Context: an optimization exercise on an open-source flow, tuned for small area, a short achievable clock period and few clock cycles. The choices shown serve that exercise and are no tape-out recipe. The RTL was checked by simulation tests, not by an equivalence proof against the original design.

==> run a: inputs <==
## f84_transition_probabilities
module f84_transition_probabilities (
    input  logic                   i_clk,
    input  logic                   i_rst_n,
    input  logic                   push,
    output logic                   full,
    input  logic [1:0]             i_op,
    input  logic                   i_whole_matrix,
    input  logic [1:0]             i_row_sel,
    input  logic [1:0]             i_col_sel,
    input  logic [f84tp_pkg::WORD_W-1:0]      i_distance,
    output logic                   empty,
    input  logic                   pop,
    output logic [1:0]             o_row,
    output logic [1:0]             o_col,
    output logic [31:0]            o_value,
    output logic                   o_last,
    input  logic                   i_cfg_valid,
    output logic                   o_cfg_ready,
    input  logic [2:0]             i_cfg_index,
    input  logic [f84tp_pkg::WORD_W-1:0]      i_cfg_data
);
Settings: LEC_CHECK=0, CAP_MARGIN=20, CORE_MARGIN=2, CORE_UTILIZATION=30, PLACE_DENSITY=0.5, SETUP_SLACK_MARGIN=5, SLEW_MARGIN=20; clock period 14.0 ns.
run.sh (not shown) runs the stock make flow with config.mk's settings and CLKGATE_MAP_FILE= SYNTH_SCRIPT=/design/flow/synth_recipe.tcl, a recipe that flattens the netlist after the stock synthesis.
==> run b (differences from run a) <==
--- a/flow/design.v
+++ b/flow/design.v
@@ -70,10 +70,13 @@
     end
 endmodule
 module f84tp_mul (
     input  logic [63:0] i_a,
     input  logic [31:0] i_b,
+    input  logic [16:0] i_one,
+    input  logic [16:0] i_two,
+    input  logic [16:0] i_neg,
     input  logic        i_c,
     input  logic [64:0] i_k,
     output logic [96:0] o_p
 );
     localparam int ND = 17;
@@ -82,25 +85,18 @@
         s = '0;
         for (int i = 0; i < ND; i++) s = s - (97'd1 << (65 + 2 * i));
         f_sext = s;
     endfunction
     localparam logic [96:0] SEXT = f_sext();
-    logic [34:0] bx;
     logic [96:0] row [ND];
     logic [96:0] crow, krow;
     logic [ND-1:0] neg;
-    assign bx = {2'b00, i_b, 1'b0};
     always_comb begin
         for (int i = 0; i < ND; i++) begin
-            logic [2:0]  d;
             logic [64:0] m;
-            logic        one, two;
-            d   = bx[2*i +: 3];
-            one = d[1] ^ d[0];
-            two = (d == 3'b011) || (d == 3'b100);
-            neg[i] = d[2] && !(d[1] && d[0]);
-            m   = one ? {1'b0, i_a} : (two ? {i_a, 1'b0} : 65'd0);
+            neg[i] = i_neg[i];
+            m   = i_one[i] ? {1'b0, i_a} : (i_two[i] ? {i_a, 1'b0} : 65'd0);
             m   = m ^ {65{neg[i]}};
             row[i] = 97'({~neg[i], m}) << (2 * i);
             if (i > 0) row[i][2 * i - 2] = neg[i - 1];
         end
         crow = i_c ? 97'(i_b) : 97'd0;
@@ -109,10 +105,28 @@
     always_comb begin
         o_p = crow + krow + SEXT;
         for (int i = 0; i < ND; i++) o_p = o_p + row[i];
     end
 endmodule
+module f84tp_booth (
+    input  logic [31:0] i_b,
+    output logic [16:0] o_one,
+    output logic [16:0] o_two,
+    output logic [16:0] o_neg
+);
+    logic [34:0] bx;
+    assign bx = {2'b00, i_b, 1'b0};
+    always_comb begin
+        for (int i = 0; i < 17; i++) begin
+            logic [2:0] d;
+            d = bx[2*i +: 3];
+            o_one[i] = d[1] ^ d[0];
+            o_two[i] = (d == 3'b011) || (d == 3'b100);
+            o_neg[i] = d[2] && !(d[1] && d[0]);
+        end
+    end
+endmodule
 module f84tp_sdiv1 (
     input  logic [62:0] i_x,
     input  logic [10:0] i_mo,
     output logic [67:0] o_y
 );
@@ -315,11 +329,12 @@
                            WA_B = 5'd14,        
                            WA_BNEG = 5'd15,     
                            WA_EMIT = 5'd16,     
                            WA_ZERO = 5'd17,     
                            WA_OUTNEG = 5'd18,   
-                           WA_NADD2 = 5'd19;    
+                           WA_NADD2 = 5'd19,    
+                           WA_SUB2 = 5'd20;     
     logic [1:0]  r_rot;
     logic        r_ent;
     logic [1:0]  q_op;
     logic        q_whole, q_sb;
     logic [1:0]  q_srow, q_scol;
@@ -507,10 +522,12 @@
         x = x0;
         x.pe = 1'b1; x.pej = jj; x.out = 1'b1;
         x.orow = i; x.ocol = jj; x.olast = (i == 2'd3) && (jj == 2'd3);
         f_pe = x;
     endfunction
+    logic safe2;
+    assign safe2 = ~|{r_q[0][48:45], r_q[1][48:45], r_q[2][48:45], r_q[3][48:45]};
     t_uop uop;
     always_comb begin
         logic [1:0] i, ja, jb;
         uop = '0;
         i  = e_row[1:0];
@@ -583,22 +600,22 @@
                 4'd2: uop = f_wstep(q_op, 3'd1, i, ja, 2'd0, 2'd2);
                 4'd3: uop = f_emit(i, i[0] ? 2'd2 : 2'd1);
                 default: uop = f_wstep(q_op, 3'd1, i, jb, 2'd1, 2'd3);
             endcase
             uop.fin = (i == 2'd3) && (e_k == 4'd4);
-        end else if (q_op == 2'd1) begin
+        end else if (q_op == 2'd1 || safe2) begin
             case (e_k)
                 4'd0: begin
                     uop = f_wstep(q_op, 3'd2, i, ja, 2'd0, 2'd2);
                     if (i[0]) uop = f_pe(uop, i - 2'd1, 2'd3);
                 end
                 4'd1: uop = i[0] ? f_emit(i, 2'd0) : '0;
                 4'd2: uop = f_wstep(q_op, 3'd3, i, ja, 2'd0, 2'd2);
                 4'd3: uop = f_wstep(q_op, 3'd4, i, ja, 2'd0, 2'd2);
                 4'd4: begin
                     uop = f_wstep(q_op, 3'd4, i, jb, 2'd1, 2'd2);
-                    uop.act = WA_NADD2;
+                    uop.act = (q_op == 2'd1) ? WA_NADD2 : WA_SUB2;
                 end
                 4'd5: uop = f_wstep(q_op, 3'd5, i, ja, 2'd0, 2'd2);
                 4'd6: uop = f_emit(i, i[0] ? 2'd2 : 2'd1);
                 default: uop = f_wstep(q_op, 3'd5, i, jb, 2'd1, 2'd3);
             endcase
@@ -628,11 +645,11 @@
     logic [3:0] e_klast;
     always_comb begin
         if (q_op == 2'd3)        e_klast = q_whole ? 4'd15 : 4'd0;
         else if (!q_whole)       e_klast = 4'd15;    
         else if (e_row == 3'd4)  e_klast = (q_op == 2'd0) ? 4'd3 : 4'd7;
-        else                     e_klast = (q_op == 2'd0) ? 4'd4 : (q_op == 2'd1) ? 4'd7 : 4'd8;
+        else                     e_klast = (q_op == 2'd0) ? 4'd4 : (q_op == 2'd1 || safe2) ? 4'd7 : 4'd8;
     end
     logic        i_v, i_ser, i_gen;        
     logic        i_ch;                     
     logic [3:0]  i_as, i_bs;
     logic [1:0]  i_aj;
@@ -797,13 +814,23 @@
         if (m_ser)       k_val = 65'(m_ka) << 23;
         else if (m_pass) k_val = 65'(r_acc[72:8]);
         else             k_val = m_q62 ? (65'd1 << 61) : (65'd1 << 23);
     end
     logic [96:0] m_prod;
+    logic [16:0] i_bone, i_btwo, i_bneg, m_bone, m_btwo, m_bneg;
+    f84tp_booth u_booth (
+        .i_b   (i_b),
+        .o_one (i_bone),
+        .o_two (i_btwo),
+        .o_neg (i_bneg)
+    );
     f84tp_mul u_mul (
-        .i_a (a_val),
-        .i_b (b_val),
+        .i_a   (a_val),
+        .i_b   (b_val),
+        .i_one (m_bone),
+        .i_two (m_btwo),
+        .i_neg (m_bneg),
         .i_c (b_c),
         .i_k (k_val),
         .o_p (m_prod)
     );
     logic [66:0] x_sh;
@@ -862,16 +889,16 @@
         w_tu = r_t[p_u];
         w_y = (p_act == WA_NEGADD || p_act == WA_NADD2) ? f84tp_pkg::f_sneg(w_s, w_mag) : w_r;
         case (p_act)
             WA_ADDPJ:  w_x = {1'b0, 64'(pi_a[p_j])};
             WA_OUTADD: w_x = w_tt;
-            WA_NEGADD: w_x = f84tp_pkg::f_sneg(w_tu[64], w_tu[63:0]);
+            WA_NEGADD, WA_SUB2: w_x = f84tp_pkg::f_sneg(w_tu[64], w_tu[63:0]);
             default:   w_x = w_tu;
         endcase
         w_add = f84tp_pkg::f_sadd(w_x[64], w_x[63:0], w_y[64], w_y[63:0]);
         case (p_act)
-            WA_ADDPJ, WA_OUTADD, WA_NEGADD, WA_ADD, WA_NADD2: w_sum = w_add;
+            WA_ADDPJ, WA_OUTADD, WA_NEGADD, WA_ADD, WA_NADD2, WA_SUB2: w_sum = w_add;
             WA_BNEG, WA_OUTNEG: w_sum = f84tp_pkg::f_sneg(w_s, w_mag);
             default:   w_sum = w_r;
         endcase
         w_outv = {w_sum[64], (|w_sum[63:31]) ? (w_sum[64] ? 32'h8000_0000 : 32'h7fff_ffff)
                                              : w_sum[31:0]};
@@ -1115,10 +1142,13 @@
             if (i_rq_op != 2'd3) l_sb <= !i_rq_whole && (i_rq_row[0] ^ i_rq_col[0]);
         end
         m_ch    <= i_ch;
         m_as    <= i_as;
         m_b     <= i_b;
+        m_bone  <= i_bone;
+        m_btwo  <= i_btwo;
+        m_bneg  <= i_bneg;
         m_ka    <= f84tp_mul_a(ch_n[i_ch]);
         m_asel <= '0;
         if (i_ser)                 m_asel[i_ch ? 2 : 1] <= 1'b1;
         else if (i_as == AS_CQ0)   m_asel[1] <= 1'b1;
         else if (i_as == AS_CQ1)   m_asel[2] <= 1'b1;
@@ -1213,11 +1243,11 @@
             case (p_act)
                 WA_POW: r_cs[p_t[0]] <= {1'b0, w_q62};
                 WA_PQ:  r_pq[p_j] <= w_mag[49:0];
                 WA_R2:  r_r2 <= w_mag[40:0];
                 WA_K2SQ: r_k2sq <= w_mag[40:0];
-                WA_T, WA_ADDPJ, WA_NEGADD, WA_ADD, WA_NADD2: r_t[p_t] <= w_sum;
+                WA_T, WA_ADDPJ, WA_NEGADD, WA_ADD, WA_NADD2, WA_SUB2: r_t[p_t] <= w_sum;
                 WA_BRAW: r_bc[p_j] <= {1'b0, w_mag[31:0]};
                 WA_B, WA_BNEG: r_bc[p_j] <= w_bv;
                 default: ;
             endcase
         end
--- a/flow/config.mk
+++ b/flow/config.mk
@@ -5,9 +5,9 @@
 export SDC_FILE = /design/flow/constraint.sdc
 export NUM_CORES = 8
 export LEC_CHECK = 0
 export CAP_MARGIN = 20
 export CORE_MARGIN = 2
-export CORE_UTILIZATION = 30
-export PLACE_DENSITY = 0.5
+export CORE_UTILIZATION = 25
+export PLACE_DENSITY = 0.45
 export SETUP_SLACK_MARGIN = 5
 export SLEW_MARGIN = 20
==> run c (differences from run a) <==
--- a/flow/design.v
+++ b/flow/design.v
@@ -178,48 +178,50 @@
             default: begin p = 4'd0; plus = 1'b0; end
         endcase
         s = i_y;
         c = ({68{i_mo[1]}} & (i_y >> 16)) | ({68{i_mo[2]}} & (i_y >> 32)) |
             ({68{i_mo[3]}} & (i_y >> 24));
-        a = ({68{i_mo[1]}} & (s >> 32)) | ({68{i_mo[3]}} & (s >> 48)) |
-            ({68{plus}} & ~(({68{i_mo[2]}} & (s >> 2)) | ({68{i_mo[4]}} & (s >> 3)) |
-                            ({68{i_mo[5]}} & (s >> 5)) | ({68{i_mo[6]}} & (s >> 6)) |
-                            ({68{i_mo[8]}} & (s >> 4)) | ({68{i_mo[9]}} & (s >> 9))));
-        b = ({68{i_mo[1]}} & (c >> 32)) | ({68{i_mo[3]}} & (c >> 48)) |
-            ({68{plus}} & ~(({68{i_mo[2]}} & (c >> 2)) | ({68{i_mo[4]}} & (c >> 3)) |
-                            ({68{i_mo[5]}} & (c >> 5)) | ({68{i_mo[6]}} & (c >> 6)) |
-                            ({68{i_mo[8]}} & (c >> 4)) | ({68{i_mo[9]}} & (c >> 9))));
+        a = ({68{i_mo[1]}} & (s >> 32)) | ({68{i_mo[3]}} & (s >> 48));
+        b = ({68{i_mo[1]}} & (c >> 32)) | ({68{i_mo[3]}} & (c >> 48));
         t = s ^ c ^ a;
-        c = (((s & c) | (s & a) | (c & a)) << 1) | 68'(plus);
+        c = ((s & c) | (s & a) | (c & a)) << 1;
         s = t;
         t = s ^ c ^ b;
-        c = (((s & c) | (s & b) | (c & b)) << 1) | 68'(plus);
+        c = ((s & c) | (s & b) | (c & b)) << 1;
         s = t;
+        if (plus) begin
+            a = ~(({68{i_mo[2]}} & (s >> 2)) | ({68{i_mo[4]}} & (s >> 3)) |
+                  ({68{i_mo[5]}} & (s >> 5)) | ({68{i_mo[6]}} & (s >> 6)) |
+                  ({68{i_mo[8]}} & (s >> 4)) | ({68{i_mo[9]}} & (s >> 9)));
+            b = ~(({68{i_mo[2]}} & (c >> 2)) | ({68{i_mo[4]}} & (c >> 3)) |
+                  ({68{i_mo[5]}} & (c >> 5)) | ({68{i_mo[6]}} & (c >> 6)) |
+                  ({68{i_mo[8]}} & (c >> 4)) | ({68{i_mo[9]}} & (c >> 9)));
+            t = s ^ c ^ a;
+            c = (((s & c) | (s & a) | (c & a)) << 1) | 68'd1;
+            s = t;
+            t = s ^ c ^ b;
+            c = (((s & c) | (s & b) | (c & b)) << 1) | 68'd1;
+            s = t;
+        end
         y = s + c;
         o_q = ({62{i_mo[1] | i_mo[2]}}  & 62'(y >> 7))  |
               ({62{i_mo[3] | i_mo[4]}}  & 62'(y >> 8))  |
               ({62{i_mo[5]}}            & 62'(y >> 10)) |
               ({62{i_mo[6] | i_mo[10]}} & 62'(y >> 11)) |
               ({62{i_mo[7] | i_mo[8]}}  & 62'(y >> 9))  |
               ({62{i_mo[9]}}            & 62'(y >> 14)) |
               ({62{i_mo[0]}}            & 62'(i_y >> 5));
         q11 = o_q[10:0];
-        qs  = 11'(y >> 5) & ~(({11{i_mo[1] | i_mo[2]}}  & 11'h003) | ({11{i_mo[3] | i_mo[4]}} & 11'h007) |
-                              ({11{i_mo[5]}}            & 11'h01f) | ({11{i_mo[6] | i_mo[10]}} & 11'h03f) |
-                              ({11{i_mo[7] | i_mo[8]}}  & 11'h00f) | ({11{i_mo[9]}} & 11'h1ff));
-        d   = ({11{i_mo[1]}} & 11'd2046) |
-              ({11{i_mo[2]}} & 11'd2045) |
-              ({11{i_mo[3]}} & 11'd2042) |
-              ({11{i_mo[4]}} & 11'd2041) |
-              ({11{i_mo[5]}} & 11'd2017) |
-              ({11{i_mo[6]}} & 11'd1985) |
-              ({11{i_mo[7]}} & 11'd2034) |
-              ({11{i_mo[8]}} & 11'd2033) |
-              ({11{i_mo[9]}} & 11'd1537) |
-              ({11{i_mo[10]}} & 11'd1986);
-        r   = i_xlo + ~qs + (plus ? ~q11 : q11) + d;
-        o_c = !i_mo[0] && !r[10];
+        qs  = ({11{i_mo[1] | i_mo[2]}}  & (q11 << 2)) | ({11{i_mo[3] | i_mo[4]}} & (q11 << 3)) |
+              ({11{i_mo[5]}}            & (q11 << 5)) | ({11{i_mo[6] | i_mo[10]}} & (q11 << 6)) |
+              ({11{i_mo[7] | i_mo[8]}}  & (q11 << 4)) | ({11{i_mo[9]}} & (q11 << 9));
+        r   = i_xlo - qs + (plus ? -q11 : q11);
+        d   = ({11{i_mo[1]}} & 11'd3)  | ({11{i_mo[2]}} & 11'd5)   | ({11{i_mo[3]}} & 11'd7) |
+              ({11{i_mo[4]}} & 11'd9)  | ({11{i_mo[5]}} & 11'd33)  | ({11{i_mo[6]}} & 11'd65) |
+              ({11{i_mo[7]}} & 11'd15) | ({11{i_mo[8]}} & 11'd17)  | ({11{i_mo[9]}} & 11'd513) |
+              ({11{i_mo[10]}} & 11'd63);
+        o_c = !i_mo[0] && (r >= d);
     end
 endmodule
 module f84tp_gdiv (
     input  logic                          i_clk,
     input  logic                          i_rst_n,
@@ -387,12 +389,11 @@
     logic        m_olast, m_pe;
     logic [1:0]  m_pej;
     logic        su_v, su_c;           
     logic [31:0] m_b;                  
     logic [4:0]  m_ka;                 
-    logic [8:0]  m_asel;               
-    logic [63:0] m_astat;              
+    logic [25:0] m_asel;               
     logic        ch_tz [2];            
     logic [32:0] k2;
     logic [24:0] pi_a [4];
     assign k2 = {1'b0, i_kappa} + 33'h100_0000;
     assign pi_a[0] = i_pi0;
@@ -750,20 +751,26 @@
     logic [3:0]  m_mc;
     logic [2:0]  m_s;
     assign m_mc = f_nmc(ch_n[m_ch]);
     assign m_s  = f_ns(ch_n[m_ch]);
     always_comb begin
-        a_val = ({64{m_asel[0]}} & m_astat) |
-                ({64{m_asel[1]}} & r_cq[0][63:0]) |
-                ({64{m_asel[2]}} & r_cq[1][63:0]) |
-                ({64{m_asel[3]}} & r_cs[0][63:0]) |
-                ({64{m_asel[4]}} & r_cs[1][63:0]);
-        a_sgn = (m_asel[0] & m_sa) | (m_asel[1] & r_cq[0][64]) | (m_asel[2] & r_cq[1][64]) |
-                (m_asel[3] & r_cs[0][64]) | (m_asel[4] & r_cs[1][64]);
+        a_val = ({64{m_asel[0]}} & 64'(i_rate)) |
+                ({64{m_asel[1]}} & 64'(k2)) |
+                ({64{m_asel[2]}} & r_cq[0][63:0]) |
+                ({64{m_asel[3]}} & r_cq[1][63:0]) |
+                ({64{m_asel[4]}} & r_cs[0][63:0]) |
+                ({64{m_asel[5]}} & r_cs[1][63:0]);
+        a_sgn = (m_asel[2] & r_cq[0][64]) | (m_asel[3] & r_cq[1][64]) |
+                (m_asel[4] & r_cs[0][64]) | (m_asel[5] & r_cs[1][64]) |
+                (|m_asel[13:10] & m_sa);
         for (int q = 0; q < 4; q++) begin
-            a_val = a_val | ({64{m_asel[5 + q]}} & r_t[q][63:0]);
-            a_sgn = a_sgn | (m_asel[5 + q] & r_t[q][64]);
+            a_val = a_val | ({64{m_asel[6 + q]}}  & 64'(r_pq[q])) |
+                            ({64{m_asel[10 + q]}} & 64'(r_q[q])) |
+                            ({64{m_asel[14 + q]}} & 64'(pi_a[q])) |
+                            ({64{m_asel[18 + q]}} & 64'(r_bc[q][31:0])) |
+                            ({64{m_asel[22 + q]}} & r_t[q][63:0]);
+            a_sgn = a_sgn | (m_asel[22 + q] & r_t[q][64]);
         end
     end
     logic [63:0] i_bfull;
     logic [31:0] i_b;
     always_comb begin
@@ -1117,25 +1124,17 @@
         m_ch    <= i_ch;
         m_as    <= i_as;
         m_b     <= i_b;
         m_ka    <= f84tp_mul_a(ch_n[i_ch]);
         m_asel <= '0;
-        if (i_ser)                 m_asel[i_ch ? 2 : 1] <= 1'b1;
-        else if (i_as == AS_CQ0)   m_asel[1] <= 1'b1;
-        else if (i_as == AS_CQ1)   m_asel[2] <= 1'b1;
-        else if (i_as == AS_CS0)   m_asel[3] <= 1'b1;
-        else if (i_as == AS_CS1)   m_asel[4] <= 1'b1;
-        else if (i_as == AS_T)     m_asel[5 + i_aj] <= 1'b1;
-        else if (i_as != AS_ZERO)  m_asel[0] <= 1'b1;
-        case (i_as)
-            AS_RATE: m_astat <= 64'(i_rate);
-            AS_K2:   m_astat <= 64'(k2);
-            AS_PQ:   m_astat <= 64'(r_pq[i_aj]);
-            AS_Q:    m_astat <= 64'(r_q[i_aj]);
-            AS_PI:   m_astat <= 64'(pi_a[i_aj]);
-            default: m_astat <= 64'(r_bc[i_aj][31:0]);
-        endcase
+        if (i_ser)                 m_asel[i_ch ? 3 : 2] <= 1'b1;
+        else if (i_as <= AS_CS1)   m_asel[i_as] <= 1'b1;
+        else if (i_as == AS_PQ)    m_asel[6 + i_aj] <= 1'b1;
+        else if (i_as == AS_Q)     m_asel[10 + i_aj] <= 1'b1;
+        else if (i_as == AS_PI)    m_asel[14 + i_aj] <= 1'b1;
+        else if (i_as == AS_BC)    m_asel[18 + i_aj] <= 1'b1;
+        else if (i_as == AS_T)     m_asel[22 + i_aj] <= 1'b1;
         m_bs    <= i_bs;
         m_aj    <= i_aj;
         m_sa    <= i_sa;
         m_q62   <= i_q62;
         m_pass  <= i_pass;
--- a/flow/config.mk
+++ b/flow/config.mk
@@ -7,7 +7,7 @@
 export LEC_CHECK = 0
 export CAP_MARGIN = 20
 export CORE_MARGIN = 2
 export CORE_UTILIZATION = 30
 export PLACE_DENSITY = 0.5
-export SETUP_SLACK_MARGIN = 5
+export SETUP_SLACK_MARGIN = 4
 export SLEW_MARGIN = 20
==> notes <==
- Between run b and run a, the lower sequential share of layout area is in run a (gap 0.18 points).
- Hold slack, highest first: run a, run b, run c.
- In run b the synthesized area is higher than in run c, by about 0.8%.
- Register-to-register slack, lowest first: run c, run a, run b.
Testbench counts of run a, summed over its fixed seeds: cycles 22,204.
Testbench counts of run b, summed over its fixed seeds: cycles 21,924.
Testbench counts of run c, summed over its fixed seeds: cycles 22,204.

## port drivers added, routing unchanged
No port has a modelled driver above. Below, the same layouts with a new extraction and two added sets of constraints.
Step 1 assumes that a clkbuf_16 drives the clock port and a buf_2 every other input.
Step 2 also shifts input and output timing later by t, the mid clock arrival at the registers, as if the neighbouring blocks saw the same clock.
a / b / c = ideal ports / drivers / drivers and shift; a / b = the first two.
run	t (ns)	slack for setup (ns)	worst setup path after step 2	worst data-port slew with drivers (ns)
run a	1.111	4.436 / 4.436 / 4.436	register to register	0.43
run b	1.172	4.556 / 4.556 / 4.556	register to register	0.10
run c	1.143	3.910 / 3.910 / 3.910	register to register	0.25
After both steps setup and hold are still met in every run listed.
